Source: an optimization exercise on an open RTL-to-GDS flow (aim: small area). Production flows keep margins and buffers that such runs may drop.
Where RTL was checked, it was by simulation tests only, not by an equivalence proof against the original.
The RTL of run 2 was laid out without a check of its function.

==> design.v <==
`default_nettype none
package delay_pkg;
    localparam int coord_w = 16;           
    localparam int elem_w  = 7;            
    localparam int delay_w = 8;            
endpackage
`default_nettype wire
`default_nettype none
module delay_decode (
    input  logic [15:0] x_elem,
    input  logic [15:0] z_elem,
    input  logic [15:0] x_focus,
    input  logic [15:0] z_focus,
    output logic [10:0] dx,
    output logic [10:0] dz,
    output logic        far
);
    logic [16:0] x_diff;
    logic [16:0] z_diff;
    logic n0, n1, n2, n3, n4, n5, n6, n7, n8, n9, n10, n11;
    logic n12, n13, n14, n15, n16, n17, n18, n19, n20, n21, n22, n23;
    logic n24, n25, n26, n27, n28, n29, n30, n31, n32, n33, n34, n35;
    logic n36, n37, n38, n39, n40, n41, n42, n43, n44, n45, n46, n47;
    logic n48, n49, n50, n51, n52, n53, n54, n55, n56, n57, n58, n59;
    logic n60, n61, n62, n63, n64, n65, n66, n67, n68, n69, n70, n71;
    logic n72, n73, n74, n75, n76, n77, n78, n79, n80, n81, n82, n83;
    logic n84, n85, n86, n87, n88, n89, n90, n91, n92, n93, n94, n95;
    logic n96, n97, n98, n99, n100, n101;
    assign n0 = ~x_elem[0];
    assign n1 = ~x_elem[1];
    assign n2 = ~x_elem[2];
    assign n3 = ~x_elem[3];
    assign n4 = ~x_elem[4];
    assign n5 = ~x_elem[5];
    assign n6 = ~x_elem[6];
    assign n7 = ~x_elem[7];
    assign n8 = ~x_elem[8];
    assign n9 = ~x_elem[9];
    assign n10 = ~x_elem[10];
    assign n11 = ~x_elem[11];
    assign n12 = ~x_elem[12];
    assign n13 = ~x_elem[13];
    assign n14 = ~x_elem[14];
    assign n15 = ~x_elem[15];
    assign n16 = ~x_elem[15];
    assign n17 = ~(x_focus[0] ^ n0);
    assign n18 = x_focus[0] | n0;
    assign n19 = x_focus[1] ^ n1 ^ n18;
    assign n20 = (x_focus[1] & n1) | (x_focus[1] & n18) | (n1 & n18);
    assign n21 = x_focus[2] ^ n2 ^ n20;
    assign n22 = (x_focus[2] & n2) | (x_focus[2] & n20) | (n2 & n20);
    assign n23 = x_focus[3] ^ n3 ^ n22;
    assign n24 = (x_focus[3] & n3) | (x_focus[3] & n22) | (n3 & n22);
    assign n25 = x_focus[4] ^ n4 ^ n24;
    assign n26 = (x_focus[4] & n4) | (x_focus[4] & n24) | (n4 & n24);
    assign n27 = x_focus[5] ^ n5 ^ n26;
    assign n28 = (x_focus[5] & n5) | (x_focus[5] & n26) | (n5 & n26);
    assign n29 = x_focus[6] ^ n6 ^ n28;
    assign n30 = (x_focus[6] & n6) | (x_focus[6] & n28) | (n6 & n28);
    assign n31 = x_focus[7] ^ n7 ^ n30;
    assign n32 = (x_focus[7] & n7) | (x_focus[7] & n30) | (n7 & n30);
    assign n33 = x_focus[8] ^ n8 ^ n32;
    assign n34 = (x_focus[8] & n8) | (x_focus[8] & n32) | (n8 & n32);
    assign n35 = x_focus[9] ^ n9 ^ n34;
    assign n36 = (x_focus[9] & n9) | (x_focus[9] & n34) | (n9 & n34);
    assign n37 = x_focus[10] ^ n10 ^ n36;
    assign n38 = (x_focus[10] & n10) | (x_focus[10] & n36) | (n10 & n36);
    assign n39 = x_focus[11] ^ n11 ^ n38;
    assign n40 = (x_focus[11] & n11) | (x_focus[11] & n38) | (n11 & n38);
    assign n41 = x_focus[12] ^ n12 ^ n40;
    assign n42 = (x_focus[12] & n12) | (x_focus[12] & n40) | (n12 & n40);
    assign n43 = x_focus[13] ^ n13 ^ n42;
    assign n44 = (x_focus[13] & n13) | (x_focus[13] & n42) | (n13 & n42);
    assign n45 = x_focus[14] ^ n14 ^ n44;
    assign n46 = (x_focus[14] & n14) | (x_focus[14] & n44) | (n14 & n44);
    assign n47 = x_focus[15] ^ n15 ^ n46;
    assign n48 = (x_focus[15] & n15) | (x_focus[15] & n46) | (n15 & n46);
    assign n49 = x_focus[15] ^ n16 ^ n48;
    assign n50 = (x_focus[15] & n16) | (x_focus[15] & n48) | (n16 & n48);
    assign n51 = ~z_elem[0];
    assign n52 = ~z_elem[1];
    assign n53 = ~z_elem[2];
    assign n54 = ~z_elem[3];
    assign n55 = ~z_elem[4];
    assign n56 = ~z_elem[5];
    assign n57 = ~z_elem[6];
    assign n58 = ~z_elem[7];
    assign n59 = ~z_elem[8];
    assign n60 = ~z_elem[9];
    assign n61 = ~z_elem[10];
    assign n62 = ~z_elem[11];
    assign n63 = ~z_elem[12];
    assign n64 = ~z_elem[13];
    assign n65 = ~z_elem[14];
    assign n66 = ~z_elem[15];
    assign n67 = ~z_elem[15];
    assign n68 = ~(z_focus[0] ^ n51);
    assign n69 = z_focus[0] | n51;
    assign n70 = z_focus[1] ^ n52 ^ n69;
    assign n71 = (z_focus[1] & n52) | (z_focus[1] & n69) | (n52 & n69);
    assign n72 = z_focus[2] ^ n53 ^ n71;
    assign n73 = (z_focus[2] & n53) | (z_focus[2] & n71) | (n53 & n71);
    assign n74 = z_focus[3] ^ n54 ^ n73;
    assign n75 = (z_focus[3] & n54) | (z_focus[3] & n73) | (n54 & n73);
    assign n76 = z_focus[4] ^ n55 ^ n75;
    assign n77 = (z_focus[4] & n55) | (z_focus[4] & n75) | (n55 & n75);
    assign n78 = z_focus[5] ^ n56 ^ n77;
    assign n79 = (z_focus[5] & n56) | (z_focus[5] & n77) | (n56 & n77);
    assign n80 = z_focus[6] ^ n57 ^ n79;
    assign n81 = (z_focus[6] & n57) | (z_focus[6] & n79) | (n57 & n79);
    assign n82 = z_focus[7] ^ n58 ^ n81;
    assign n83 = (z_focus[7] & n58) | (z_focus[7] & n81) | (n58 & n81);
    assign n84 = z_focus[8] ^ n59 ^ n83;
    assign n85 = (z_focus[8] & n59) | (z_focus[8] & n83) | (n59 & n83);
    assign n86 = z_focus[9] ^ n60 ^ n85;
    assign n87 = (z_focus[9] & n60) | (z_focus[9] & n85) | (n60 & n85);
    assign n88 = z_focus[10] ^ n61 ^ n87;
    assign n89 = (z_focus[10] & n61) | (z_focus[10] & n87) | (n61 & n87);
    assign n90 = z_focus[11] ^ n62 ^ n89;
    assign n91 = (z_focus[11] & n62) | (z_focus[11] & n89) | (n62 & n89);
    assign n92 = z_focus[12] ^ n63 ^ n91;
    assign n93 = (z_focus[12] & n63) | (z_focus[12] & n91) | (n63 & n91);
    assign n94 = z_focus[13] ^ n64 ^ n93;
    assign n95 = (z_focus[13] & n64) | (z_focus[13] & n93) | (n64 & n93);
    assign n96 = z_focus[14] ^ n65 ^ n95;
    assign n97 = (z_focus[14] & n65) | (z_focus[14] & n95) | (n65 & n95);
    assign n98 = z_focus[15] ^ n66 ^ n97;
    assign n99 = (z_focus[15] & n66) | (z_focus[15] & n97) | (n66 & n97);
    assign n100 = z_focus[15] ^ n67 ^ n99;
    assign n101 = (z_focus[15] & n67) | (z_focus[15] & n99) | (n67 & n99);
    assign x_diff = {n49, n47, n45, n43, n41, n39, n37, n35, n33, n31, n29, n27, n25, n23, n21, n19, n17};
    assign z_diff = {n100, n98, n96, n94, n92, n90, n88, n86, n84, n82, n80, n78, n76, n74, n72, n70, n68};
    assign dx  = x_diff[10:0];
    assign dz  = z_diff[10:0];
    assign far = !(x_diff[16:10] == 7'h00 || x_diff[16:10] == 7'h7f) ||
                 !(z_diff[16:10] == 7'h00 || z_diff[16:10] == 7'h7f);
endmodule
`default_nettype wire
`default_nettype none
module dist_square_sum (
    input  logic [10:0] dx,
    input  logic [10:0] dz,
    output logic [21:0] sum_sq
);
    logic n0, n1, n2, n3, n4, n5, n6, n7, n8, n9, n10, n11;
    logic n12, n13, n14, n15, n16, n17, n18, n19, n20, n21, n22, n23;
    logic n24, n25, n26, n27, n28, n29, n30, n31, n32, n33, n34, n35;
    logic n36, n37, n38, n39, n40, n41, n42, n43, n44, n45, n46, n47;
    logic n48, n49, n50, n51, n52, n53, n54, n55, n56, n57, n58, n59;
    logic n60, n61, n62, n63, n64, n65, n66, n67, n68, n69, n70, n71;
    logic n72, n73, n74, n75, n76, n77, n78, n79, n80, n81, n82, n83;
    logic n84, n85, n86, n87, n88, n89, n90, n91, n92, n93, n94, n95;
    logic n96, n97, n98, n99, n100, n101, n102, n103, n104, n105, n106, n107;
    logic n108, n109, n110, n111, n112, n113, n114, n115, n116, n117, n118, n119;
    logic n120, n121, n122, n123, n124, n125, n126, n127, n128, n129, n130, n131;
    logic n132, n133, n134, n135, n136, n137, n138, n139, n140, n141, n142, n143;
    logic n144, n145, n146, n147, n148, n149, n150, n151, n152, n153, n154, n155;
    logic n156, n157, n158, n159, n160, n161, n162, n163, n164, n165, n166, n167;
    logic n168, n169, n170, n171, n172, n173, n174, n175, n176, n177, n178, n179;
    logic n180, n181, n182, n183, n184, n185, n186, n187, n188, n189, n190, n191;
    logic n192, n193, n194, n195, n196, n197, n198, n199, n200, n201, n202, n203;
    logic n204, n205, n206, n207, n208, n209, n210, n211, n212, n213, n214, n215;
    logic n216, n217, n218, n219, n220, n221, n222, n223, n224, n225, n226, n227;
    logic n228, n229, n230, n231, n232, n233, n234, n235, n236, n237, n238, n239;
    logic n240, n241, n242, n243, n244, n245, n246, n247, n248, n249, n250, n251;
    logic n252, n253, n254, n255, n256, n257, n258, n259, n260, n261, n262, n263;
    logic n264, n265, n266, n267, n268, n269, n270, n271, n272, n273, n274, n275;
    logic n276, n277, n278, n279, n280, n281, n282, n283, n284, n285, n286, n287;
    logic n288, n289, n290, n291, n292, n293, n294, n295, n296, n297, n298, n299;
    logic n300, n301, n302, n303, n304, n305, n306, n307, n308, n309, n310, n311;
    logic n312, n313, n314, n315, n316, n317, n318, n319, n320, n321, n322, n323;
    logic n324, n325, n326, n327, n328, n329, n330, n331, n332, n333, n334, n335;
    logic n336, n337, n338, n339, n340, n341, n342, n343, n344, n345, n346, n347;
    logic n348, n349, n350, n351, n352, n353, n354, n355, n356, n357, n358, n359;
    logic n360, n361, n362, n363, n364, n365, n366, n367, n368, n369, n370, n371;
    logic n372, n373, n374, n375, n376, n377;
    assign n0 = dx[0] & dx[1];
    assign n1 = dx[0] & dx[2];
    assign n2 = dx[0] & dx[3];
    assign n3 = dx[0] & dx[4];
    assign n4 = dx[0] & dx[5];
    assign n5 = dx[0] & dx[6];
    assign n6 = dx[0] & dx[7];
    assign n7 = dx[0] & dx[8];
    assign n8 = dx[0] & dx[9];
    assign n9 = dx[1] & dx[2];
    assign n10 = dx[1] & dx[3];
    assign n11 = dx[1] & dx[4];
    assign n12 = dx[1] & dx[5];
    assign n13 = dx[1] & dx[6];
    assign n14 = dx[1] & dx[7];
    assign n15 = dx[1] & dx[8];
    assign n16 = dx[1] & dx[9];
    assign n17 = dx[2] & dx[3];
    assign n18 = dx[2] & dx[4];
    assign n19 = dx[2] & dx[5];
    assign n20 = dx[2] & dx[6];
    assign n21 = dx[2] & dx[7];
    assign n22 = dx[2] & dx[8];
    assign n23 = dx[2] & dx[9];
    assign n24 = dx[3] & dx[4];
    assign n25 = dx[3] & dx[5];
    assign n26 = dx[3] & dx[6];
    assign n27 = dx[3] & dx[7];
    assign n28 = dx[3] & dx[8];
    assign n29 = dx[3] & dx[9];
    assign n30 = dx[4] & dx[5];
    assign n31 = dx[4] & dx[6];
    assign n32 = dx[4] & dx[7];
    assign n33 = dx[4] & dx[8];
    assign n34 = dx[4] & dx[9];
    assign n35 = dx[5] & dx[6];
    assign n36 = dx[5] & dx[7];
    assign n37 = dx[5] & dx[8];
    assign n38 = dx[5] & dx[9];
    assign n39 = dx[6] & dx[7];
    assign n40 = dx[6] & dx[8];
    assign n41 = dx[6] & dx[9];
    assign n42 = dx[7] & dx[8];
    assign n43 = dx[7] & dx[9];
    assign n44 = dx[8] & dx[9];
    assign n45 = ~(dx[10] & dx[0]);
    assign n46 = ~(dx[10] & dx[1]);
    assign n47 = ~(dx[10] & dx[2]);
    assign n48 = ~(dx[10] & dx[3]);
    assign n49 = ~(dx[10] & dx[4]);
    assign n50 = ~(dx[10] & dx[5]);
    assign n51 = ~(dx[10] & dx[6]);
    assign n52 = ~(dx[10] & dx[7]);
    assign n53 = ~(dx[10] & dx[8]);
    assign n54 = ~(dx[10] & dx[9]);
    assign n55 = dz[0] & dz[1];
    assign n56 = dz[0] & dz[2];
    assign n57 = dz[0] & dz[3];
    assign n58 = dz[0] & dz[4];
    assign n59 = dz[0] & dz[5];
    assign n60 = dz[0] & dz[6];
    assign n61 = dz[0] & dz[7];
    assign n62 = dz[0] & dz[8];
    assign n63 = dz[0] & dz[9];
    assign n64 = dz[1] & dz[2];
    assign n65 = dz[1] & dz[3];
    assign n66 = dz[1] & dz[4];
    assign n67 = dz[1] & dz[5];
    assign n68 = dz[1] & dz[6];
    assign n69 = dz[1] & dz[7];
    assign n70 = dz[1] & dz[8];
    assign n71 = dz[1] & dz[9];
    assign n72 = dz[2] & dz[3];
    assign n73 = dz[2] & dz[4];
    assign n74 = dz[2] & dz[5];
    assign n75 = dz[2] & dz[6];
    assign n76 = dz[2] & dz[7];
    assign n77 = dz[2] & dz[8];
    assign n78 = dz[2] & dz[9];
    assign n79 = dz[3] & dz[4];
    assign n80 = dz[3] & dz[5];
    assign n81 = dz[3] & dz[6];
    assign n82 = dz[3] & dz[7];
    assign n83 = dz[3] & dz[8];
    assign n84 = dz[3] & dz[9];
    assign n85 = dz[4] & dz[5];
    assign n86 = dz[4] & dz[6];
    assign n87 = dz[4] & dz[7];
    assign n88 = dz[4] & dz[8];
    assign n89 = dz[4] & dz[9];
    assign n90 = dz[5] & dz[6];
    assign n91 = dz[5] & dz[7];
    assign n92 = dz[5] & dz[8];
    assign n93 = dz[5] & dz[9];
    assign n94 = dz[6] & dz[7];
    assign n95 = dz[6] & dz[8];
    assign n96 = dz[6] & dz[9];
    assign n97 = dz[7] & dz[8];
    assign n98 = dz[7] & dz[9];
    assign n99 = dz[8] & dz[9];
    assign n100 = ~(dz[10] & dz[0]);
    assign n101 = ~(dz[10] & dz[1]);
    assign n102 = ~(dz[10] & dz[2]);
    assign n103 = ~(dz[10] & dz[3]);
    assign n104 = ~(dz[10] & dz[4]);
    assign n105 = ~(dz[10] & dz[5]);
    assign n106 = ~(dz[10] & dz[6]);
    assign n107 = ~(dz[10] & dz[7]);
    assign n108 = ~(dz[10] & dz[8]);
    assign n109 = ~(dz[10] & dz[9]);
    assign n110 = n6 ^ n13;
    assign n111 = n6 & n13;
    assign n112 = n8 ^ n15 ^ n21;
    assign n113 = (n8 & n15) | (n8 & n21) | (n15 & n21);
    assign n114 = n26 ^ n30;
    assign n115 = n26 & n30;
    assign n116 = n16 ^ n22 ^ n27;
    assign n117 = (n16 & n22) | (n16 & n27) | (n22 & n27);
    assign n118 = n31 ^ n45;
    assign n119 = n31 & n45;
    assign n120 = n23 ^ n28 ^ n32;
    assign n121 = (n23 & n28) | (n23 & n32) | (n28 & n32);
    assign n122 = n35 ^ dx[6] ^ n46;
    assign n123 = (n35 & dx[6]) | (n35 & n46) | (dx[6] & n46);
    assign n124 = n78 ^ n83 ^ n87;
    assign n125 = (n78 & n83) | (n78 & n87) | (n83 & n87);
    assign n126 = n29 ^ n33 ^ n36;
    assign n127 = (n29 & n33) | (n29 & n36) | (n33 & n36);
    assign n128 = n34 ^ n37 ^ n39;
    assign n129 = (n34 & n37) | (n34 & n39) | (n37 & n39);
    assign n130 = n4 ^ n11 ^ n17;
    assign n131 = (n4 & n11) | (n4 & n17) | (n11 & n17);
    assign n132 = n5 ^ n12;
    assign n133 = n5 & n12;
    assign n134 = n19 ^ n24 ^ dx[4];
    assign n135 = (n19 & n24) | (n19 & dx[4]) | (n24 & dx[4]);
    assign n136 = n61 ^ n68 ^ n74;
    assign n137 = (n61 & n68) | (n61 & n74) | (n68 & n74);
    assign n138 = n7 ^ n14 ^ n20;
    assign n139 = (n7 & n14) | (n7 & n20) | (n14 & n20);
    assign n140 = n25 ^ n62 ^ n69;
    assign n141 = (n25 & n62) | (n25 & n69) | (n62 & n69);
    assign n142 = n75 ^ n80;
    assign n143 = n75 & n80;
    assign n144 = dx[5] ^ n63 ^ n70;
    assign n145 = (dx[5] & n63) | (dx[5] & n70) | (n63 & n70);
    assign n146 = n76 ^ n81 ^ n85;
    assign n147 = (n76 & n81) | (n76 & n85) | (n81 & n85);
    assign n148 = dz[5] ^ n112 ^ n114;
    assign n149 = (dz[5] & n112) | (dz[5] & n114) | (n112 & n114);
    assign n150 = n71 ^ n77 ^ n82;
    assign n151 = (n71 & n77) | (n71 & n82) | (n77 & n82);
    assign n152 = n86 ^ n100 ^ n113;
    assign n153 = (n86 & n100) | (n86 & n113) | (n100 & n113);
    assign n154 = n115 ^ n116 ^ n118;
    assign n155 = (n115 & n116) | (n115 & n118) | (n116 & n118);
    assign n156 = n90 ^ dz[6] ^ n101;
    assign n157 = (n90 & dz[6]) | (n90 & n101) | (dz[6] & n101);
    assign n158 = ~(n117 ^ n119);
    assign n159 = n117 | n119;
    assign n160 = n120 ^ n122 ^ n124;
    assign n161 = (n120 & n122) | (n120 & n124) | (n122 & n124);
    assign n162 = n47 ^ n84 ^ n88;
    assign n163 = (n47 & n84) | (n47 & n88) | (n84 & n88);
    assign n164 = n91 ^ n102 ^ n121;
    assign n165 = (n91 & n102) | (n91 & n121) | (n102 & n121);
    assign n166 = n123 ^ n125 ^ n126;
    assign n167 = (n123 & n125) | (n123 & n126) | (n125 & n126);
    assign n168 = dx[7] ^ n48 ^ n89;
    assign n169 = (dx[7] & n48) | (dx[7] & n89) | (n48 & n89);
    assign n170 = n92 ^ n94 ^ dz[7];
    assign n171 = (n92 & n94) | (n92 & dz[7]) | (n94 & dz[7]);
    assign n172 = n103 ^ n127 ^ n128;
    assign n173 = (n103 & n127) | (n103 & n128) | (n127 & n128);
    assign n174 = n38 ^ n40 ^ n49;
    assign n175 = (n38 & n40) | (n38 & n49) | (n40 & n49);
    assign n176 = n93 ^ n95 ^ n104;
    assign n177 = (n93 & n95) | (n93 & n104) | (n95 & n104);
    assign n178 = n41 ^ n42 ^ dx[8];
    assign n179 = (n41 & n42) | (n41 & dx[8]) | (n42 & dx[8]);
    assign n180 = n50 ^ n96 ^ n97;
    assign n181 = (n50 & n96) | (n50 & n97) | (n96 & n97);
    assign n182 = n2 ^ n9 ^ dx[2];
    assign n183 = (n2 & n9) | (n2 & dx[2]) | (n9 & dx[2]);
    assign n184 = n3 ^ n10;
    assign n185 = n3 & n10;
    assign n186 = dx[3] ^ n59 ^ n66;
    assign n187 = (dx[3] & n59) | (dx[3] & n66) | (n59 & n66);
    assign n188 = n72 ^ dz[3];
    assign n189 = n72 & dz[3];
    assign n190 = n18 ^ n60 ^ n67;
    assign n191 = (n18 & n60) | (n18 & n67) | (n60 & n67);
    assign n192 = n73 ^ n131 ^ n132;
    assign n193 = (n73 & n131) | (n73 & n132) | (n131 & n132);
    assign n194 = n79 ^ dz[4] ^ n110;
    assign n195 = (n79 & dz[4]) | (n79 & n110) | (dz[4] & n110);
    assign n196 = n133 ^ n134 ^ n136;
    assign n197 = (n133 & n134) | (n133 & n136) | (n134 & n136);
    assign n198 = n111 ^ n135 ^ n137;
    assign n199 = (n111 & n135) | (n111 & n137) | (n135 & n137);
    assign n200 = n138 ^ n140 ^ n142;
    assign n201 = (n138 & n140) | (n138 & n142) | (n140 & n142);
    assign n202 = n139 ^ n141 ^ n143;
    assign n203 = (n139 & n141) | (n139 & n143) | (n141 & n143);
    assign n204 = n144 ^ n146 ^ n148;
    assign n205 = (n144 & n146) | (n144 & n148) | (n146 & n148);
    assign n206 = n145 ^ n147 ^ n149;
    assign n207 = (n145 & n147) | (n145 & n149) | (n147 & n149);
    assign n208 = n150 ^ n152 ^ n154;
    assign n209 = (n150 & n152) | (n150 & n154) | (n152 & n154);
    assign n210 = n151 ^ n153 ^ n155;
    assign n211 = (n151 & n153) | (n151 & n155) | (n153 & n155);
    assign n212 = n156 ^ n158 ^ n160;
    assign n213 = (n156 & n158) | (n156 & n160) | (n158 & n160);
    assign n214 = n157 ^ n159 ^ n161;
    assign n215 = (n157 & n159) | (n157 & n161) | (n159 & n161);
    assign n216 = n162 ^ n164 ^ n166;
    assign n217 = (n162 & n164) | (n162 & n166) | (n164 & n166);
    assign n218 = n163 ^ n165 ^ n167;
    assign n219 = (n163 & n165) | (n163 & n167) | (n165 & n167);
    assign n220 = n168 ^ n170 ^ n172;
    assign n221 = (n168 & n170) | (n168 & n172) | (n170 & n172);
    assign n222 = n129 ^ n169 ^ n171;
    assign n223 = (n129 & n169) | (n129 & n171) | (n169 & n171);
    assign n224 = n173 ^ n174 ^ n176;
    assign n225 = (n173 & n174) | (n173 & n176) | (n174 & n176);
    assign n226 = dz[8] ^ n105 ^ n175;
    assign n227 = (dz[8] & n105) | (dz[8] & n175) | (n105 & n175);
    assign n228 = n177 ^ n178 ^ n180;
    assign n229 = (n177 & n178) | (n177 & n180) | (n178 & n180);
    assign n230 = n43 ^ n51 ^ n98;
    assign n231 = (n43 & n51) | (n43 & n98) | (n51 & n98);
    assign n232 = n106 ^ n179 ^ n181;
    assign n233 = (n106 & n179) | (n106 & n181) | (n179 & n181);
    assign n234 = n44 ^ dx[9] ^ n52;
    assign n235 = (n44 & dx[9]) | (n44 & n52) | (dx[9] & n52);
    assign n236 = n99 ^ dz[9] ^ n107;
    assign n237 = (n99 & dz[9]) | (n99 & n107) | (dz[9] & n107);
    assign n238 = n0 ^ dx[1];
    assign n239 = n0 & dx[1];
    assign n240 = n57 ^ n64;
    assign n241 = n57 & n64;
    assign n242 = n58 ^ n65 ^ n183;
    assign n243 = (n58 & n65) | (n58 & n183) | (n65 & n183);
    assign n244 = n130 ^ n185 ^ n186;
    assign n245 = (n130 & n185) | (n130 & n186) | (n185 & n186);
    assign n246 = n187 ^ n189 ^ n190;
    assign n247 = (n187 & n189) | (n187 & n190) | (n189 & n190);
    assign n248 = n191 ^ n193 ^ n194;
    assign n249 = (n191 & n193) | (n191 & n194) | (n193 & n194);
    assign n250 = n195 ^ n197 ^ n198;
    assign n251 = (n195 & n197) | (n195 & n198) | (n197 & n198);
    assign n252 = n199 ^ n201 ^ n202;
    assign n253 = (n199 & n201) | (n199 & n202) | (n201 & n202);
    assign n254 = n203 ^ n205 ^ n206;
    assign n255 = (n203 & n205) | (n203 & n206) | (n205 & n206);
    assign n256 = n207 ^ n209 ^ n210;
    assign n257 = (n207 & n209) | (n207 & n210) | (n209 & n210);
    assign n258 = n211 ^ n213 ^ n214;
    assign n259 = (n211 & n213) | (n211 & n214) | (n213 & n214);
    assign n260 = n215 ^ n217 ^ n218;
    assign n261 = (n215 & n217) | (n215 & n218) | (n217 & n218);
    assign n262 = n219 ^ n221 ^ n222;
    assign n263 = (n219 & n221) | (n219 & n222) | (n221 & n222);
    assign n264 = n223 ^ n225 ^ n226;
    assign n265 = (n223 & n225) | (n223 & n226) | (n225 & n226);
    assign n266 = n227 ^ n229 ^ n230;
    assign n267 = (n227 & n229) | (n227 & n230) | (n229 & n230);
    assign n268 = n231 ^ n233 ^ n234;
    assign n269 = (n231 & n233) | (n231 & n234) | (n233 & n234);
    assign n270 = n53 ^ n108 ^ n235;
    assign n271 = (n53 & n108) | (n53 & n235) | (n108 & n235);
    assign n272 = dx[10] ^ n54 ^ dz[10];
    assign n273 = (dx[10] & n54) | (dx[10] & dz[10]) | (n54 & dz[10]);
    assign n274 = n55 ^ dz[1];
    assign n275 = n55 & dz[1];
    assign n276 = n1 ^ n56 ^ n239;
    assign n277 = (n1 & n56) | (n1 & n239) | (n56 & n239);
    assign n278 = dz[2] ^ n182 ^ n240;
    assign n279 = (dz[2] & n182) | (dz[2] & n240) | (n182 & n240);
    assign n280 = n184 ^ n241 ^ n242;
    assign n281 = (n184 & n241) | (n184 & n242) | (n241 & n242);
    assign n282 = n188 ^ n243 ^ n244;
    assign n283 = (n188 & n243) | (n188 & n244) | (n243 & n244);
    assign n284 = n192 ^ n245 ^ n246;
    assign n285 = (n192 & n245) | (n192 & n246) | (n245 & n246);
    assign n286 = n196 ^ n247 ^ n248;
    assign n287 = (n196 & n247) | (n196 & n248) | (n247 & n248);
    assign n288 = n200 ^ n249 ^ n250;
    assign n289 = (n200 & n249) | (n200 & n250) | (n249 & n250);
    assign n290 = n204 ^ n251 ^ n252;
    assign n291 = (n204 & n251) | (n204 & n252) | (n251 & n252);
    assign n292 = n208 ^ n253 ^ n254;
    assign n293 = (n208 & n253) | (n208 & n254) | (n253 & n254);
    assign n294 = n212 ^ n255 ^ n256;
    assign n295 = (n212 & n255) | (n212 & n256) | (n255 & n256);
    assign n296 = n216 ^ n257 ^ n258;
    assign n297 = (n216 & n257) | (n216 & n258) | (n257 & n258);
    assign n298 = n220 ^ n259 ^ n260;
    assign n299 = (n220 & n259) | (n220 & n260) | (n259 & n260);
    assign n300 = n224 ^ n261 ^ n262;
    assign n301 = (n224 & n261) | (n224 & n262) | (n261 & n262);
    assign n302 = n228 ^ n263 ^ n264;
    assign n303 = (n228 & n263) | (n228 & n264) | (n263 & n264);
    assign n304 = n232 ^ n265 ^ n266;
    assign n305 = (n232 & n265) | (n232 & n266) | (n265 & n266);
    assign n306 = n236 ^ n267 ^ n268;
    assign n307 = (n236 & n267) | (n236 & n268) | (n267 & n268);
    assign n308 = n237 ^ n269 ^ n270;
    assign n309 = (n237 & n269) | (n237 & n270) | (n269 & n270);
    assign n310 = n109 ^ n271 ^ n272;
    assign n311 = (n109 & n271) | (n109 & n272) | (n271 & n272);
    assign n312 = dx[0] ^ dz[0];
    assign n313 = dx[0] & dz[0];
    assign n314 = n238 ^ n274;
    assign n315 = n238 & n274;
    assign n316 = n275 ^ n276 ^ n315;
    assign n317 = (n275 & n276) | (n275 & n315) | (n276 & n315);
    assign n318 = n277 ^ n278 ^ n317;
    assign n319 = (n277 & n278) | (n277 & n317) | (n278 & n317);
    assign n320 = n279 ^ n280 ^ n319;
    assign n321 = (n279 & n280) | (n279 & n319) | (n280 & n319);
    assign n322 = n281 ^ n282 ^ n321;
    assign n323 = (n281 & n282) | (n281 & n321) | (n282 & n321);
    assign n324 = n283 ^ n284 ^ n323;
    assign n325 = (n283 & n284) | (n283 & n323) | (n284 & n323);
    assign n326 = n285 ^ n286 ^ n325;
    assign n327 = (n285 & n286) | (n285 & n325) | (n286 & n325);
    assign n328 = n287 ^ n288 ^ n327;
    assign n329 = (n287 & n288) | (n287 & n327) | (n288 & n327);
    assign n330 = n289 ^ n290 ^ n329;
    assign n331 = (n289 & n290) | (n289 & n329) | (n290 & n329);
    assign n332 = n291 ^ n292 ^ n331;
    assign n333 = (n291 & n292) | (n291 & n331) | (n292 & n331);
    assign n334 = n293 ^ n294 ^ n333;
    assign n335 = (n293 & n294) | (n293 & n333) | (n294 & n333);
    assign n336 = n295 ^ n296 ^ n335;
    assign n337 = (n295 & n296) | (n295 & n335) | (n296 & n335);
    assign n338 = n297 ^ n298;
    assign n339 = n297 & n298;
    assign n340 = n299 ^ n300 ^ n339;
    assign n341 = (n299 & n300) | (n299 & n339) | (n300 & n339);
    assign n342 = n301 ^ n302 ^ n341;
    assign n343 = (n301 & n302) | (n301 & n341) | (n302 & n341);
    assign n344 = n303 ^ n304 ^ n343;
    assign n345 = (n303 & n304) | (n303 & n343) | (n304 & n343);
    assign n346 = n305 ^ n306 ^ n345;
    assign n347 = (n305 & n306) | (n305 & n345) | (n306 & n345);
    assign n348 = n307 ^ n308 ^ n347;
    assign n349 = (n307 & n308) | (n307 & n347) | (n308 & n347);
    assign n350 = n309 ^ n310 ^ n349;
    assign n351 = (n309 & n310) | (n309 & n349) | (n310 & n349);
    assign n352 = n273 ^ n311 ^ n351;
    assign n353 = (n273 & n311) | (n273 & n351) | (n311 & n351);
    assign n354 = ~(n297 ^ n298);
    assign n355 = n297 | n298;
    assign n356 = n299 ^ n300 ^ n355;
    assign n357 = (n299 & n300) | (n299 & n355) | (n300 & n355);
    assign n358 = n301 ^ n302 ^ n357;
    assign n359 = (n301 & n302) | (n301 & n357) | (n302 & n357);
    assign n360 = n303 ^ n304 ^ n359;
    assign n361 = (n303 & n304) | (n303 & n359) | (n304 & n359);
    assign n362 = n305 ^ n306 ^ n361;
    assign n363 = (n305 & n306) | (n305 & n361) | (n306 & n361);
    assign n364 = n307 ^ n308 ^ n363;
    assign n365 = (n307 & n308) | (n307 & n363) | (n308 & n363);
    assign n366 = n309 ^ n310 ^ n365;
    assign n367 = (n309 & n310) | (n309 & n365) | (n310 & n365);
    assign n368 = n273 ^ n311 ^ n367;
    assign n369 = (n273 & n311) | (n273 & n367) | (n311 & n367);
    assign n370 = n337 ? n354 : n338;
    assign n371 = n337 ? n356 : n340;
    assign n372 = n337 ? n358 : n342;
    assign n373 = n337 ? n360 : n344;
    assign n374 = n337 ? n362 : n346;
    assign n375 = n337 ? n364 : n348;
    assign n376 = n337 ? n366 : n350;
    assign n377 = n337 ? n368 : n352;
    assign sum_sq = {n377, n376, n375, n374, n373, n372, n371, n370, n336, n334, n332, n330, n328, n326, n324, n322, n320, n318, n316, n314, n313, n312};
endmodule
`default_nettype wire
`default_nettype none
module isqrt_steps_0_6 (
    input  logic [15:0] t_in,
    output logic [7:0] r_out,
    output logic [3:0] t_out,
    output logic [5:0] q_out
);
    logic n0, n1, n2, n3, n4, n5, n6, n7, n8, n9, n10, n11;
    logic n12, n13, n14, n15, n16, n17, n18, n19, n20, n21, n22, n23;
    logic n24, n25, n26, n27, n28, n29, n30, n31, n32, n33, n34, n35;
    logic n36, n37, n38, n39, n40, n41, n42, n43, n44, n45, n46, n47;
    logic n48, n49, n50, n51, n52, n53, n54, n55, n56, n57, n58, n59;
    logic n60, n61, n62, n63, n64, n65, n66, n67, n68, n69, n70, n71;
    logic n72, n73, n74, n75, n76, n77, n78, n79, n80, n81, n82, n83;
    logic n84, n85, n86, n87, n88, n89, n90, n91, n92, n93, n94, n95;
    logic n96, n97, n98, n99, n100, n101, n102, n103, n104, n105, n106, n107;
    logic n108, n109;
    assign n0 = ~t_in[14];
    assign n1 = ~(t_in[15] ^ t_in[14]);
    assign n2 = t_in[15] | t_in[14];
    assign n3 = ~n2;
    assign n4 = ~n3;
    assign n5 = ~n3;
    assign n6 = n4 ^ n5;
    assign n7 = ~n3;
    assign n8 = ~n3;
    assign n9 = t_in[12] ^ n3 ^ n8;
    assign n10 = (t_in[12] & n3) | (t_in[12] & n8) | (n3 & n8);
    assign n11 = ~(t_in[13] ^ n10);
    assign n12 = t_in[13] | n10;
    assign n13 = n0 ^ n6 ^ n12;
    assign n14 = (n0 & n6) | (n0 & n12) | (n6 & n12);
    assign n15 = n1 ^ n7 ^ n14;
    assign n16 = (n1 & n7) | (n1 & n14) | (n7 & n14);
    assign n17 = ~n15;
    assign n18 = ~n15;
    assign n19 = n17 ^ n18;
    assign n20 = ~n15;
    assign n21 = n4 ^ n20;
    assign n22 = ~n15;
    assign n23 = ~n15;
    assign n24 = t_in[10] ^ n15 ^ n23;
    assign n25 = (t_in[10] & n15) | (t_in[10] & n23) | (n15 & n23);
    assign n26 = ~(t_in[11] ^ n25);
    assign n27 = t_in[11] | n25;
    assign n28 = n9 ^ n19 ^ n27;
    assign n29 = (n9 & n19) | (n9 & n27) | (n19 & n27);
    assign n30 = n11 ^ n21 ^ n29;
    assign n31 = (n11 & n21) | (n11 & n29) | (n21 & n29);
    assign n32 = n13 ^ n22 ^ n31;
    assign n33 = (n13 & n22) | (n13 & n31) | (n22 & n31);
    assign n34 = ~n32;
    assign n35 = ~n32;
    assign n36 = n34 ^ n35;
    assign n37 = ~n32;
    assign n38 = n17 ^ n37;
    assign n39 = ~n32;
    assign n40 = n4 ^ n39;
    assign n41 = ~n32;
    assign n42 = ~n32;
    assign n43 = t_in[8] ^ n32 ^ n42;
    assign n44 = (t_in[8] & n32) | (t_in[8] & n42) | (n32 & n42);
    assign n45 = ~(t_in[9] ^ n44);
    assign n46 = t_in[9] | n44;
    assign n47 = n24 ^ n36 ^ n46;
    assign n48 = (n24 & n36) | (n24 & n46) | (n36 & n46);
    assign n49 = n26 ^ n38 ^ n48;
    assign n50 = (n26 & n38) | (n26 & n48) | (n38 & n48);
    assign n51 = n28 ^ n40 ^ n50;
    assign n52 = (n28 & n40) | (n28 & n50) | (n40 & n50);
    assign n53 = n30 ^ n41 ^ n52;
    assign n54 = (n30 & n41) | (n30 & n52) | (n41 & n52);
    assign n55 = ~n53;
    assign n56 = ~n53;
    assign n57 = n55 ^ n56;
    assign n58 = ~n53;
    assign n59 = n34 ^ n58;
    assign n60 = ~n53;
    assign n61 = n17 ^ n60;
    assign n62 = ~n53;
    assign n63 = n4 ^ n62;
    assign n64 = ~n53;
    assign n65 = ~n53;
    assign n66 = t_in[6] ^ n53 ^ n65;
    assign n67 = (t_in[6] & n53) | (t_in[6] & n65) | (n53 & n65);
    assign n68 = ~(t_in[7] ^ n67);
    assign n69 = t_in[7] | n67;
    assign n70 = n43 ^ n57 ^ n69;
    assign n71 = (n43 & n57) | (n43 & n69) | (n57 & n69);
    assign n72 = n45 ^ n59 ^ n71;
    assign n73 = (n45 & n59) | (n45 & n71) | (n59 & n71);
    assign n74 = n47 ^ n61 ^ n73;
    assign n75 = (n47 & n61) | (n47 & n73) | (n61 & n73);
    assign n76 = n49 ^ n63 ^ n75;
    assign n77 = (n49 & n63) | (n49 & n75) | (n63 & n75);
    assign n78 = n51 ^ n64 ^ n77;
    assign n79 = (n51 & n64) | (n51 & n77) | (n64 & n77);
    assign n80 = ~n78;
    assign n81 = ~n78;
    assign n82 = n80 ^ n81;
    assign n83 = ~n78;
    assign n84 = n55 ^ n83;
    assign n85 = ~n78;
    assign n86 = n34 ^ n85;
    assign n87 = ~n78;
    assign n88 = n17 ^ n87;
    assign n89 = ~n78;
    assign n90 = n4 ^ n89;
    assign n91 = ~n78;
    assign n92 = ~n78;
    assign n93 = t_in[4] ^ n78 ^ n92;
    assign n94 = (t_in[4] & n78) | (t_in[4] & n92) | (n78 & n92);
    assign n95 = ~(t_in[5] ^ n94);
    assign n96 = t_in[5] | n94;
    assign n97 = n66 ^ n82 ^ n96;
    assign n98 = (n66 & n82) | (n66 & n96) | (n82 & n96);
    assign n99 = n68 ^ n84 ^ n98;
    assign n100 = (n68 & n84) | (n68 & n98) | (n84 & n98);
    assign n101 = n70 ^ n86 ^ n100;
    assign n102 = (n70 & n86) | (n70 & n100) | (n86 & n100);
    assign n103 = n72 ^ n88 ^ n102;
    assign n104 = (n72 & n88) | (n72 & n102) | (n88 & n102);
    assign n105 = n74 ^ n90 ^ n104;
    assign n106 = (n74 & n90) | (n74 & n104) | (n90 & n104);
    assign n107 = n76 ^ n91 ^ n106;
    assign n108 = (n76 & n91) | (n76 & n106) | (n91 & n106);
    assign n109 = ~n107;
    assign r_out = {n107, n105, n103, n101, n99, n97, n95, n93};
    assign t_out = {t_in[3], t_in[2], t_in[1], t_in[0]};
    assign q_out = {n4, n17, n34, n55, n80, n109};
endmodule
module isqrt_steps_6_8 (
    input  logic [7:0] r_in,
    input  logic [5:0] q_in,
    input  logic [3:0] t_in,
    output logic [7:0] q_out
);
    logic n0, n1, n2, n3, n4, n5, n6, n7, n8, n9, n10, n11;
    logic n12, n13, n14, n15, n16, n17, n18, n19, n20, n21, n22, n23;
    logic n24, n25, n26, n27, n28, n29, n30, n31, n32, n33, n34, n35;
    logic n36, n37, n38, n39, n40, n41, n42, n43, n44, n45, n46, n47;
    logic n48, n49, n50, n51, n52, n53, n54, n55, n56, n57, n58, n59;
    logic n60, n61, n62, n63, n64, n65, n66, n67, n68, n69;
    assign n0 = ~r_in[7];
    assign n1 = q_in[0] ^ n0;
    assign n2 = ~r_in[7];
    assign n3 = q_in[1] ^ n2;
    assign n4 = ~r_in[7];
    assign n5 = q_in[2] ^ n4;
    assign n6 = ~r_in[7];
    assign n7 = q_in[3] ^ n6;
    assign n8 = ~r_in[7];
    assign n9 = q_in[4] ^ n8;
    assign n10 = ~r_in[7];
    assign n11 = q_in[5] ^ n10;
    assign n12 = ~r_in[7];
    assign n13 = ~r_in[7];
    assign n14 = t_in[2] ^ r_in[7] ^ n13;
    assign n15 = (t_in[2] & r_in[7]) | (t_in[2] & n13) | (r_in[7] & n13);
    assign n16 = ~(t_in[3] ^ n15);
    assign n17 = t_in[3] | n15;
    assign n18 = r_in[0] ^ n1 ^ n17;
    assign n19 = (r_in[0] & n1) | (r_in[0] & n17) | (n1 & n17);
    assign n20 = r_in[1] ^ n3 ^ n19;
    assign n21 = (r_in[1] & n3) | (r_in[1] & n19) | (n3 & n19);
    assign n22 = r_in[2] ^ n5 ^ n21;
    assign n23 = (r_in[2] & n5) | (r_in[2] & n21) | (n5 & n21);
    assign n24 = r_in[3] ^ n7 ^ n23;
    assign n25 = (r_in[3] & n7) | (r_in[3] & n23) | (n7 & n23);
    assign n26 = r_in[4] ^ n9 ^ n25;
    assign n27 = (r_in[4] & n9) | (r_in[4] & n25) | (n9 & n25);
    assign n28 = r_in[5] ^ n11 ^ n27;
    assign n29 = (r_in[5] & n11) | (r_in[5] & n27) | (n11 & n27);
    assign n30 = r_in[6] ^ n12 ^ n29;
    assign n31 = (r_in[6] & n12) | (r_in[6] & n29) | (n12 & n29);
    assign n32 = ~n30;
    assign n33 = ~n30;
    assign n34 = n32 ^ n33;
    assign n35 = ~n30;
    assign n36 = q_in[0] ^ n35;
    assign n37 = ~n30;
    assign n38 = q_in[1] ^ n37;
    assign n39 = ~n30;
    assign n40 = q_in[2] ^ n39;
    assign n41 = ~n30;
    assign n42 = q_in[3] ^ n41;
    assign n43 = ~n30;
    assign n44 = q_in[4] ^ n43;
    assign n45 = ~n30;
    assign n46 = q_in[5] ^ n45;
    assign n47 = ~n30;
    assign n48 = ~n30;
    assign n49 = t_in[0] ^ n30 ^ n48;
    assign n50 = (t_in[0] & n30) | (t_in[0] & n48) | (n30 & n48);
    assign n51 = ~(t_in[1] ^ n50);
    assign n52 = t_in[1] | n50;
    assign n53 = n14 ^ n34 ^ n52;
    assign n54 = (n14 & n34) | (n14 & n52) | (n34 & n52);
    assign n55 = n16 ^ n36 ^ n54;
    assign n56 = (n16 & n36) | (n16 & n54) | (n36 & n54);
    assign n57 = n18 ^ n38 ^ n56;
    assign n58 = (n18 & n38) | (n18 & n56) | (n38 & n56);
    assign n59 = n20 ^ n40 ^ n58;
    assign n60 = (n20 & n40) | (n20 & n58) | (n40 & n58);
    assign n61 = n22 ^ n42 ^ n60;
    assign n62 = (n22 & n42) | (n22 & n60) | (n42 & n60);
    assign n63 = n24 ^ n44 ^ n62;
    assign n64 = (n24 & n44) | (n24 & n62) | (n44 & n62);
    assign n65 = n26 ^ n46 ^ n64;
    assign n66 = (n26 & n46) | (n26 & n64) | (n46 & n64);
    assign n67 = n28 ^ n47 ^ n66;
    assign n68 = (n28 & n47) | (n28 & n66) | (n47 & n66);
    assign n69 = ~n67;
    assign q_out = {q_in[5], q_in[4], q_in[3], q_in[2], q_in[1], q_in[0], n32, n69};
endmodule
`default_nettype wire
`default_nettype none
`default_nettype wire
`default_nettype none
module delay_calc_top (
    input  logic                                 clk,
    input  logic                                 reset,
    input  logic                                 start,
    input  logic signed [delay_pkg::coord_w-1:0] x_elem,
    input  logic signed [delay_pkg::coord_w-1:0] z_elem,
    input  logic signed [delay_pkg::coord_w-1:0] x_focus,
    input  logic signed [delay_pkg::coord_w-1:0] z_focus,
    input  logic        [delay_pkg::elem_w-1:0]  elem,
    output logic        [delay_pkg::delay_w-1:0] delay_out,
    output logic        [delay_pkg::elem_w-1:0]  elem_out,
    output logic                                 done
);
    logic [10:0] dx, dz;
    logic        far;
    logic [10:0] p1_dx;
    logic [10:0] p1_dz;
    logic        p1_sat;
    logic [6:0] p1_tag;
    logic        p1_valid;
    logic [21:0] sum_sq_p1_dx;
    logic [15:0] p2_t;
    logic        p2_sat;
    logic [6:0] p2_tag;
    logic        p2_valid;
    logic [7:0] r_q6;
    logic [3:0] t_q6;
    logic [5:0] q_q6;
    logic [7:0] p3_r;
    logic [5:0] p3_q;
    logic [3:0] p3_t;
    logic        p3_sat;
    logic [6:0] p3_tag;
    logic        p3_valid;
    logic [7:0] q_q8;
    delay_decode u_decode (
        .x_elem (x_elem), .z_elem (z_elem), .x_focus (x_focus), .z_focus (z_focus),
        .dx (dx), .dz (dz), .far (far)
    );
    always_ff @(posedge clk) begin
        p1_valid <= (start && !reset);
        p1_dx <= dx;
        p1_dz <= dz;
        p1_sat <= far;
        p1_tag <= elem;
    end
    dist_square_sum u_sq_p1_dx (.dx (p1_dx), .dz (p1_dz), .sum_sq (sum_sq_p1_dx));
    always_ff @(posedge clk) begin
        p2_valid <= (p1_valid && !reset);
        p2_t <= sum_sq_p1_dx[19:4];
        p2_sat <= (p1_sat || sum_sq_p1_dx[21] || sum_sq_p1_dx[20]);
        p2_tag <= p1_tag;
    end
    isqrt_steps_0_6 u_root_0_6 (.t_in (p2_t), .r_out (r_q6), .t_out (t_q6), .q_out (q_q6));
    always_ff @(posedge clk) begin
        if (reset) begin
            p3_valid <= 1'b0;
            p3_r <= '0;
            p3_q <= '0;
            p3_t <= '0;
            p3_sat <= '0;
            p3_tag <= '0;
        end else begin
            p3_valid <= (p2_valid && !reset);
            if ((p2_valid && !reset)) begin
                p3_r <= r_q6;
                p3_q <= q_q6;
                p3_t <= t_q6;
                p3_sat <= p2_sat;
                p3_tag <= p2_tag;
            end
        end
    end
    isqrt_steps_6_8 u_root_6_8 (.r_in (p3_r), .q_in (p3_q), .t_in (p3_t), .q_out (q_q8));
    assign delay_out = q_q8 | {8{p3_sat}};
    assign elem_out  = p3_tag;
    assign done      = p3_valid;
endmodule
`default_nettype wire
==> flow/run.sh <==
#!/bin/bash
# Layout flow: the standard flow (standard.sh) with three changes to how the layout is
# made: the port buffers are sky130_fd_sc_hd__buf_1 cells, clock tree synthesis adds no
# dummy loads, and its buffers come from the list below. Everything else (synthesis,
# floorplan, power grid, tap cells, placement, routing) is the standard flow.
set -euo pipefail
W=$PWD
{
  echo "include $W/config.mk"
  echo "export BUFFER_PORTS_ARGS = -buffer_cell sky130_fd_sc_hd__buf_1"
  echo "export CTS_ARGS = -sink_clustering_enable -repair_clock_nets -dont_use_dummy_load"
} > "$W/own_config.mk"
sed "s#DESIGN_CONFIG=[^ ]*#DESIGN_CONFIG=$W/own_config.mk#" standard.sh > "$W/own_standard.sh"
bash "$W/own_standard.sh" > "$W/own_flow.log" 2>&1
==> standard.sh <==
#!/bin/bash
# synth_recipe.tcl (not shown) runs the flow's synth.tcl, then flattens the netlist and writes it again
# the make line also repeats each setting of config.mk as NAME=value (left out here)
make -C /OpenROAD-flow-scripts/flow DESIGN_CONFIG=/design/flow/config.mk WORK_HOME=/design/flow/orfs CLKGATE_MAP_FILE= SYNTH_SCRIPT=/design/flow/synth_recipe.tcl "${@:-finish}"
==> config.mk <==
export PLATFORM = sky130hd
export DESIGN_NAME = delay_calc_top
export DESIGN_NICKNAME = delay_calc_top
export VERILOG_FILES = /design/flow/design.v
export SDC_FILE = /design/flow/constraint.sdc
export NUM_CORES = 4
export LEC_CHECK = 0
export CAP_MARGIN = 20
export CORE_MARGIN = 2
export CORE_UTILIZATION = 40
export SLEW_MARGIN = 20
==> constraint.sdc <==
create_clock -name core_clock -period 7.5 [get_ports {clk}]
set_input_delay 1.5000 -clock core_clock [delete_from_list [all_inputs] [get_ports {clk}]]
set_output_delay 1.5000 -clock core_clock [all_outputs]
set_load 0.01 [all_outputs]
==> impl_results.md, run 1 <==
- Deepest clock path buffer count: 2
- Number of buffer and inverter stages on the critical path: 4
- Proportion of layout cells with a drive suffix above 1: 0.05569
- H-Tree Level Count: 3
- Worst clock skew: 0.01865 ns
- Met2 wire len: 6375 um
- Number of antenna violations at the first check in global routing: 0
- Final period util: 0.9660
- Critical path, cell by cell: buf_1 -> inv_1 -> ha_1 -> fa_1 -> fa_1 -> fa_1 -> fa_1 -> fa_1 -> fa_1 -> fa_1 -> fa_1 -> fa_1 -> fa_1 -> inv_1 -> fa_1 -> fa_1 -> fa_1 -> fa_1 -> inv_1 -> fa_1 -> nor4_1 -> o21ai_0
- Remaining antenna violation count: 0
- Critical Path Source Type: input pin
- First-pass iteration count of the detailed router: 4
- Outcome: no timing/DRC/antenna violations
- RD Place Congestion: 0.8127
- GRT Residual Overflow: 0
- YS warnings: 1
- Dominant cell type by area after synthesis: sky130_fd_sc_hd__fa_1
- Tightest slew margin relative to the limit: 0.6520
- Kind of path behind the tightest hold check: flop to flop
- Count of mapped cells out of synthesis: 760
- Number of cell rows: 50
- Cell with the largest stage delay on the worst path: sky130_fd_sc_hd__fa_1
- Max-cap check violation count: 0
- Achievable Freq: 0.1380 GHz
- Dominant cells by area after synthesis: sky130_fd_sc_hd__fa_1 (36%), sky130_fd_sc_hd__dfxtp_1 (22%), sky130_fd_sc_hd__inv_1 (8.4%), sky130_fd_sc_hd__and2_1 (5.8%), sky130_fd_sc_hd__ha_1 (5.6%)
- Total track usage: 0.1516
- Port Buf Inserts: 89
- # fillers: 1,784
- Post-CTS Setup Inserts: 0
- Die ar.: 20,050 um^2
- Area overhead of the layout relative to synthesis: 11.55%
- Required arrival time at the worst endpoint: 7.71 ns
- Cell family with the largest share of critical-path delay: adder cells
- Critical path class: input pin to flop
- #FFs+latches synth: 83
- Depth of the worst register-to-register path: 20
- List of most frequent post-synthesis cells: sky130_fd_sc_hd__inv_1 (170), sky130_fd_sc_hd__fa_1 (136), sky130_fd_sc_hd__dfxtp_1 (83)
- HPWL after detailed placement: 11,020 um
- Peak per-stage delay on the critical path: 0.45 ns
- Worst hold endpoint: p2_tag[5]$_DFF_P_
- Final number of setup-violating endpoints: 0
- Most numerous cell in the Yosys netlist: sky130_fd_sc_hd__inv_1
- Via count of the first global-routing pass: 5,197
- First-pass GRT wire length: 24,030 um
- Final sum of negative setup slack: 0 ns
- Routed length on met3: 502 um
- Vias after detailed routing: 4,810
- Post-synth EDFFs: 0
- Nets: 1,090
- Post-synth ARST share: 0
- Final setup slack of the worst path: 0.2552 ns
- Minimum setup slack after placement: -0.1012 ns
- Inserted Diodes: 0
- Crit Reg-Reg Endpoint: p2_sat$_DFF_P_
- Number of primary I/O pins: 90
- Clock-pin slew of the registers on the worst-case setup and hold paths: 0.07 ns
- Worst Max-Slew Pin Slew: 0.5202 ns
- Drt drc: 0
- Post-synth top area share: 0.3594
- Worst setup EP type: flop
- Clock tree from TritonCTS: done
- Seq/Total Area, Yosys: 0.2194
- Final routed wirelength across all metal layers: 13,300 um
- Startpoint of the worst hold path: p1_tag[5]$_DFF_P_
- Data arrival time at the worst-slack endpoint: 7.46 ns
- Final Hold Violating Endpoints: 0
- Utilization after layout: 0.4532
- Count of different cell masters after synthesis: 49
- Cell repeated most along the worst path: sky130_fd_sc_hd__fa_1
- Startpoint of the most critical register-to-register path: p1_dx[2]$_DFF_P_
- Unrepaired setup endpoints after global routing: no
- Maximum number of pins on one net before global-route repair: 30
- Max-slew violation count: 0
- Wire length the detailed router placed on met1: 6219 um
- Final period demand of the worst path: 7.245 ns
- Top routing layer used: met4
- Initial Utilization: 0.4063
- Clock latency reported for the late side of the worst-skew pair: 0.34 ns
- Cell area after technology mapping: 7575 um^2
- Average wire length per cell after detail routing: 12.34 um
- Total CTS buffers: 9
- CORE AREA: 18,640 um^2
- Avg Cell Area, Syn: 9.967 um^2
- Horizontal extent of the die: 141.6 um
- Max FO, Critical Path: 2
- Number of DRC markers in iteration 0: 212
- Via count normalized by instance count: 4.462
- Master cell of the clock root buffer: sky130_fd_sc_hd__clkbuf_16
- Instance count along the most critical hold path: 0
- FF-to-FF setup slack: 0.38 ns
- Chip Height: 141.6 um
- Most common flop cell mapped by yosys: sky130_fd_sc_hd__dfxtp_1
- Sinks on Clock Net: 83
## metrics by stage
| stage | hold WS (ns) | std cells | cell area, um^2 |
|---|---|---|---|
| 2_1_floorplan | 0.3096 | 760 | 7575 |
| 3_3_place_gp | 0.3105 | 1069 | 8199 |
| 3_5_place_dp | 0.3136 | 1069 | 8199 |
| 4_1_cts | 0.3272 | 1078 | 8424 |
| 5_1_grt | 0.3283 | 1078 | 8449 |
| 6_report | 0.3234 | 1078 | 8449 |
## cell families after synthesis
| group | share of synthesized area |
|---|---|
| buffers and inverters | 0.1004 |
| AOI/OAI and AO/OA | 0.04096 |
| muxes | 0.03056 |
| and+or+nand+nor | 0.1312 |
| DFF | 0.2194 |
| xor gates and xnor gates | 0.06046 |
| adders and majority gates | 0.4171 |
## how the worst max path moves through the flow
stage	start	end	slack, ns	cells after the start
after floorplan	z_focus[0]	p1_sat$_DFF_P_	0.35	22
after global placement	x_focus[0]	p1_sat$_DFF_P_	-0.02	22
after detailed placement	z_focus[0]	p1_sat$_DFF_P_	-0.10	23
after CTS	p1_dx[2]$_DFF_P_	p2_sat$_DFF_P_	0.18	20
after global routing	z_focus[0]	p1_sat$_DFF_P_	0.007	22
final	z_focus[0]	p1_sat$_DFF_P_	0.26	22
## routing by layer
metal	track usage	vias up
met1	0.1923	2293
met2	0.2616	89
met4	0.04632	0
li1	-	2415
met3	0.03139	13
met5	0	-
## flip-flops by register name (all words and copies together) (netlist names)
signal and count:
p2_t 16, p1_dx 11, p1_dz 11, p3_r 8, p1_tag 7, p2_tag 7
p3_tag 7, p3_q 6, p3_t 4, p1_sat 1, p1_valid 1, p2_sat 1
p2_valid 1, p3_sat 1, p3_valid 1
## final cells by class
| cell class | count | area [um^2] | area share |
|---|---|---|---|
| multi-input cells | 477 | 5176 | 0.6126 |
| repair buffers | 105 | 454.2 | 0.05375 |
| clock buffers | 9 | 225.2 | 0.02665 |
| well taps | 234 | 292.8 | 0.03465 |
| flip-flops and latches | 83 | 1663 | 0.1968 |
| inverters | 170 | 638.1 | 0.07552 |
## worst reg2reg max path, cell delays in order, from the launching register on
cell and delay [ns]:
sky130_fd_sc_hd__dfxtp_2 0.34, sky130_fd_sc_hd__and2_1 0.19, sky130_fd_sc_hd__ha_1 0.31, sky130_fd_sc_hd__xor2_2 0.20, sky130_fd_sc_hd__fa_1 0.47, sky130_fd_sc_hd__fa_1 0.42
sky130_fd_sc_hd__fa_1 0.39, sky130_fd_sc_hd__fa_2 0.37, sky130_fd_sc_hd__fa_1 0.40, sky130_fd_sc_hd__fa_1 0.39, sky130_fd_sc_hd__fa_1 0.40, sky130_fd_sc_hd__fa_1 0.40
sky130_fd_sc_hd__fa_1 0.40, sky130_fd_sc_hd__fa_1 0.39, sky130_fd_sc_hd__fa_2 0.37, sky130_fd_sc_hd__or2_1 0.26, sky130_fd_sc_hd__a311o_1 0.29, sky130_fd_sc_hd__o311ai_1 0.13
sky130_fd_sc_hd__nand3_1 0.19, sky130_fd_sc_hd__o211a_1 0.24, sky130_fd_sc_hd__or4_1 0.46
## layout by cell type (no fill, tap or decap), drive strengths merged, types with 3 or more instances in the layout
cell type and instances:
inv 170, fa 136, buf 105, dfxtp 83
and2 70, nand2 47, nor2 38, ha 34
xnor2 31, mux2i 22, xor2 15, nor2b 11
clkbuf 9, o21ai 8, or2 8, a21oi 7
a211oi 7, nand2b 6, nand3 4, nor4 3
## timing repair
item | in CTS | in global routing
gates resized for setup | 0 | 6
hold buffers | 0 | 0
endpoints found under the setup margin | 0 | 2
==> run 2: changes to the inputs <==
--- a/design.v
+++ b/design.v
@@ -173,7 +173,6 @@
     logic n336, n337, n338, n339, n340, n341, n342, n343, n344, n345, n346, n347;
     logic n348, n349, n350, n351, n352, n353, n354, n355, n356, n357, n358, n359;
     logic n360, n361, n362, n363, n364, n365, n366, n367, n368, n369, n370, n371;
-    logic n372, n373, n374, n375, n376, n377;
     assign n0 = dx[0] & dx[1];
     assign n1 = dx[0] & dx[2];
     assign n2 = dx[0] & dx[3];
@@ -512,12 +511,12 @@
     assign n335 = (n293 & n294) | (n293 & n333) | (n294 & n333);
     assign n336 = n295 ^ n296 ^ n335;
     assign n337 = (n295 & n296) | (n295 & n335) | (n296 & n335);
-    assign n338 = n297 ^ n298;
-    assign n339 = n297 & n298;
+    assign n338 = n297 ^ n298 ^ n337;
+    assign n339 = (n297 & n298) | (n297 & n337) | (n298 & n337);
     assign n340 = n299 ^ n300 ^ n339;
     assign n341 = (n299 & n300) | (n299 & n339) | (n300 & n339);
-    assign n342 = n301 ^ n302 ^ n341;
-    assign n343 = (n301 & n302) | (n301 & n341) | (n302 & n341);
+    assign n342 = n301 ^ n302;
+    assign n343 = n301 & n302;
     assign n344 = n303 ^ n304 ^ n343;
     assign n345 = (n303 & n304) | (n303 & n343) | (n304 & n343);
     assign n346 = n305 ^ n306 ^ n345;
@@ -528,31 +527,25 @@
     assign n351 = (n309 & n310) | (n309 & n349) | (n310 & n349);
     assign n352 = n273 ^ n311 ^ n351;
     assign n353 = (n273 & n311) | (n273 & n351) | (n311 & n351);
-    assign n354 = ~(n297 ^ n298);
-    assign n355 = n297 | n298;
-    assign n356 = n299 ^ n300 ^ n355;
-    assign n357 = (n299 & n300) | (n299 & n355) | (n300 & n355);
-    assign n358 = n301 ^ n302 ^ n357;
-    assign n359 = (n301 & n302) | (n301 & n357) | (n302 & n357);
-    assign n360 = n303 ^ n304 ^ n359;
-    assign n361 = (n303 & n304) | (n303 & n359) | (n304 & n359);
-    assign n362 = n305 ^ n306 ^ n361;
-    assign n363 = (n305 & n306) | (n305 & n361) | (n306 & n361);
-    assign n364 = n307 ^ n308 ^ n363;
-    assign n365 = (n307 & n308) | (n307 & n363) | (n308 & n363);
-    assign n366 = n309 ^ n310 ^ n365;
-    assign n367 = (n309 & n310) | (n309 & n365) | (n310 & n365);
-    assign n368 = n273 ^ n311 ^ n367;
-    assign n369 = (n273 & n311) | (n273 & n367) | (n311 & n367);
-    assign n370 = n337 ? n354 : n338;
-    assign n371 = n337 ? n356 : n340;
-    assign n372 = n337 ? n358 : n342;
-    assign n373 = n337 ? n360 : n344;
-    assign n374 = n337 ? n362 : n346;
-    assign n375 = n337 ? n364 : n348;
-    assign n376 = n337 ? n366 : n350;
-    assign n377 = n337 ? n368 : n352;
-    assign sum_sq = {n377, n376, n375, n374, n373, n372, n371, n370, n336, n334, n332, n330, n328, n326, n324, n322, n320, n318, n316, n314, n313, n312};
+    assign n354 = ~(n301 ^ n302);
+    assign n355 = n301 | n302;
+    assign n356 = n303 ^ n304 ^ n355;
+    assign n357 = (n303 & n304) | (n303 & n355) | (n304 & n355);
+    assign n358 = n305 ^ n306 ^ n357;
+    assign n359 = (n305 & n306) | (n305 & n357) | (n306 & n357);
+    assign n360 = n307 ^ n308 ^ n359;
+    assign n361 = (n307 & n308) | (n307 & n359) | (n308 & n359);
+    assign n362 = n309 ^ n310 ^ n361;
+    assign n363 = (n309 & n310) | (n309 & n361) | (n310 & n361);
+    assign n364 = n273 ^ n311 ^ n363;
+    assign n365 = (n273 & n311) | (n273 & n363) | (n311 & n363);
+    assign n366 = n341 ? n354 : n342;
+    assign n367 = n341 ? n356 : n344;
+    assign n368 = n341 ? n358 : n346;
+    assign n369 = n341 ? n360 : n348;
+    assign n370 = n341 ? n362 : n350;
+    assign n371 = n341 ? n364 : n352;
+    assign sum_sq = {n371, n370, n369, n368, n367, n366, n340, n338, n336, n334, n332, n330, n328, n326, n324, n322, n320, n318, n316, n314, n313, n312};
 endmodule
 `default_nettype wire
 `default_nettype none
==> flow/run.sh (replaced) <==
#!/bin/bash
set -euo pipefail
W=$PWD
{
  echo "include $W/config.mk"
  echo "export BUFFER_PORTS_ARGS = -buffer_cell sky130_fd_sc_hd__buf_1"
  echo "export CTS_ARGS = -sink_clustering_enable -repair_clock_nets -dont_use_dummy_load -buf_list sky130_fd_sc_hd__clkbuf_8"
  echo "export REMOVE_ABC_BUFFERS = 1"
} > "$W/own_config.mk"
sed "s#DESIGN_CONFIG=[^ ]*#DESIGN_CONFIG=$W/own_config.mk#" standard.sh > "$W/own_standard.sh"
bash "$W/own_standard.sh" > "$W/own_flow.log" 2>&1
--- a/config.mk
+++ b/config.mk
@@ -8,4 +8,5 @@
 export CAP_MARGIN = 20
 export CORE_MARGIN = 2
 export CORE_UTILIZATION = 40
+export GPL_TIMING_DRIVEN = 0
 export SLEW_MARGIN = 20
==> run 2 against run 1 <==
Compared with the run above: core utilization fell by 0.75 points; clock-buffer cell count unchanged; critical path depth rose by 1; critical endpoint is now p2_sat$_DFF_P_; routed wire length down 4.7%; final area down 2.0%; synthesized area fell by 0.91%; cell count down 1.4%; global-route usage down 0.89 points.
==> impl_results.md, run 2 <==
- Outcome: no timing/DRC/antenna violations
- Maximum number of pins on one net before global-route repair: 30 (unchanged)
- Sinks on Clock Net: 83 (unchanged)
- Cell repeated most along the worst path: sky130_fd_sc_hd__fa_2
- Master cell of the clock root buffer: sky130_fd_sc_hd__clkbuf_8
- Average wire length per cell after detail routing: 11.92 um (-3.4%)
- Most numerous cell in the Yosys netlist: sky130_fd_sc_hd__inv_1
- Utilization after layout: 0.4457 (-0.007497)
- Register containing the most flip-flops in the final layout: p2_t
- Die ar.: 19,880 um^2 (-0.88%)
- Critical path class: flop to flop
- GRT Residual Overflow: 0 (unchanged)
- Unrepaired setup endpoints after global routing: no
- Most frequent cells in the layout: sky130_fd_sc_hd__inv_1 (168), sky130_fd_sc_hd__fa_1 (126), sky130_fd_sc_hd__buf_1 (88)
- Cell with the largest stage delay on the worst path: sky130_fd_sc_hd__fa_1
- First-pass iteration count of the detailed router: 4 (unchanged)
- Final number of setup-violating endpoints: 0 (unchanged)
- Number of antenna violations at the first check in global routing: 0 (unchanged)
- Dominant cell type by area after synthesis: sky130_fd_sc_hd__fa_1
- Clock-pin slew of the registers on the worst-case setup and hold paths: 0.08 ns (about the same)
- Proportion of layout cells with a drive suffix above 1: 0.06876 (+0.01307)
- Max FO, Critical Path: 10 (+8)
- Post-synth EDFFs: 0 (unchanged)
- Placed inst area: 8020 um^2 (-2.2%)
- Post-synth top area share: 0.3681 (+0.008630)
- Cell area after technology mapping: 7506 um^2 (-0.91%)
- Seq/Total Area, Yosys: 0.2214 (+0.002011)
- HPWL after detailed placement: 10,500 um (-4.7%)
- Worst setup EP type: flop
- Count of different cell masters after synthesis: 36 (-27%)
- Kind of path behind the tightest hold check: flop to flop
- Achievable Freq: 0.1387 GHz (+0.48%)
- Port Buf Inserts: 89 (unchanged)
- Minimum setup slack after placement: -0.5844 ns (-0.4832 ns)
- Data arrival time at the worst-slack endpoint: 7.46 ns (about the same)
- Via count normalized by instance count: 4.395 (-1.5%)
- Deepest clock path buffer count: 2 (unchanged)
- #FFs+latches synth: 83 (unchanged)
- Dominant cells by area after synthesis: sky130_fd_sc_hd__fa_1 (37%), sky130_fd_sc_hd__dfxtp_1 (22%), sky130_fd_sc_hd__inv_1 (8.4%), sky130_fd_sc_hd__and2_1 (5.8%), sky130_fd_sc_hd__ha_1 (5.3%)
- Count of mapped cells out of synthesis: 760 (unchanged)
- Worst Max-Slew Pin Slew: 0.5333 ns (+0.01312 ns)
- First-pass GRT wire length: 22,900 um (-4.7%)
- YS warnings: 1 (unchanged)
- Biggest regs: p2_t: 16 flops, p1_dx: 11 flops, p1_dz: 11 flops
- Via count of the first global-routing pass: 4,893 (-5.8%)
- Clock latency reported for the late side of the worst-skew pair: 0.37 ns (+0.03 ns)
- Required arrival time at the worst endpoint: 7.75 ns (+0.04 ns)
- Area overhead of the layout relative to synthesis: 10.34%
- Clock tree from TritonCTS: done
- Number of primary I/O pins: 90 (unchanged)
- Final setup slack of the worst path: 0.2901 ns (+0.03492 ns)
- Remaining antenna violation count: 0 (unchanged)
- Final std cell area, no fill: 8282 um^2 (-2.0%)
- Initial Utilization: 0.4040 (-0.002336)
- Number of DRC markers in iteration 0: 121 (-43%)
- RD Place Congestion: 0.7764 (-4.5%)
- Most common cell after layout, fill and taps aside: sky130_fd_sc_hd__inv_1
- Max-cap check violation count: 0 (unchanged)
- Vias after detailed routing: 4,672 (-2.9%)
- CTS Hold Bufs: 0 (unchanged)
- Horizontal extent of the die: 141.0 um (-0.44%)
- Worst clock skew: 0.03918 ns (+0.02053 ns)
- Critical path, cell by cell: and2_1 -> ha_1 -> xor2_2 -> fa_1 -> fa_2 -> fa_2 -> fa_2 -> fa_2 -> fa_2 -> fa_2 -> fa_2 -> fa_2 -> fa_2 -> fa_2 -> fa_1 -> fa_2 -> or2_2 -> a31oi_4 -> o21bai_2 -> a21oi_2 -> xor2_1 -> a22oi_1 -> o22a_1
- Inserted Diodes: 0 (unchanged)
[run 2: kinds of logic (layout without fill, tap and decap cells)]
kind of cell             Yosys count  in the layout  synth area share
AO/OA/AOI/OAI                     33             33           0.03017
AND/OR/NAND/NOR                  204            204            0.1385
adder cells (fa/ha/maj)          171            171            0.4229
multiplexers                      19             19           0.02534
XOR/XNOR                          48             48           0.05968
flip-flops                        83             83            0.2214
buffers and inverters            202            271            0.1020
[run 2: per-layer routing]
layer  GRT usage  part of all wire  up-vias
li1            -                 -     2358
met1      0.1945              0.49     2221
met2      0.2367              0.46       84
met3     0.02615             0.035        9
met4     0.03632             0.011        0
met5           0                 0        -
[run 2: timing repair]
item / in CTS / in global routing
endpoints found under the setup margin: 2 / 3
resized for setup: 21 / 15
gates cloned: 0 / 0
setup buffers: 4 / 0
pin swaps: 5 / 6
[run 2: final cells by class]
cell class                      count  area (um^2)
Multi-Input combinational cell    475         5165
Clock buffer                        9        123.9
Sequential cell                    83         1684
Tap cell                          234        292.8
Fill cell                        1777        10300
Inverter                          168        630.6
Timing Repair Buffer               94        385.4
[run 2: path summary, 6_finish.rpt]
kind	from	endpoint	slack, ns	cells after the start
setup reg to reg	p1_dx[0]$_DFF_P_	p2_sat$_DFF_P_	0.29	23
hold reg to reg	p1_tag[3]$_DFF_P_	p2_tag[3]$_DFF_P_	0.33	0
setup / recovery	p1_dx[0]$_DFF_P_	p2_sat$_DFF_P_	0.29	23
hold / removal	p1_tag[3]$_DFF_P_	p2_tag[3]$_DFF_P_	0.33	0
[run 2: metrics by stage]
step                      hold slack, ns  TNS (ns)  cells
after global placement            0.3106   -0.8000   1049
after CTS                         0.3373         0   1063
after global routing              0.3478         0   1063
after detailed placement          0.3138   -0.8144   1050
final                             0.3338         0   1063
after floorplan                   0.3096         0    726

## static timing again, ports no longer ideal
The flow's constraints put no driver on any port. The routed layouts listed below were extracted and timed again, unchanged, in two steps.
Step 1 sets driving cells, clkbuf_16 on the clock port and buf_2 on the other inputs (assumed; they add their load-dependent delay and slew).
Step 2, shift: input delay + t, output delay - t, t = (earliest + latest rising clock arrival at the registers) / 2. This alone moves slack from input paths to output paths.
Slacks: ideal ports / drivers / drivers and shift; pairs: ideal ports / drivers.
| run | shift t [ns] | setup WS [ns] | clock arrival spread, ns | slew at the worst register clock pin (ns) | worst data-port slew with drivers (ns) |
|---|---|---|---|---|---|
| run 1 | 0.379 | 0.255 / 0.269 / -0.110 | 0.020 / 0.021 | 0.07 / 0.07 | 0.03 |
| run 2 | 0.390 | 0.290 / 0.290 / -0.040 | 0.040 / 0.040 | 0.10 / 0.10 | 0.04 |
With both steps, setup timing fails in run 1 and run 2, where it was met with ideal ports. For run 1, which loses most, drivers alone change the setup slack by +0.014 ns; drivers and shift together by -0.365 ns.
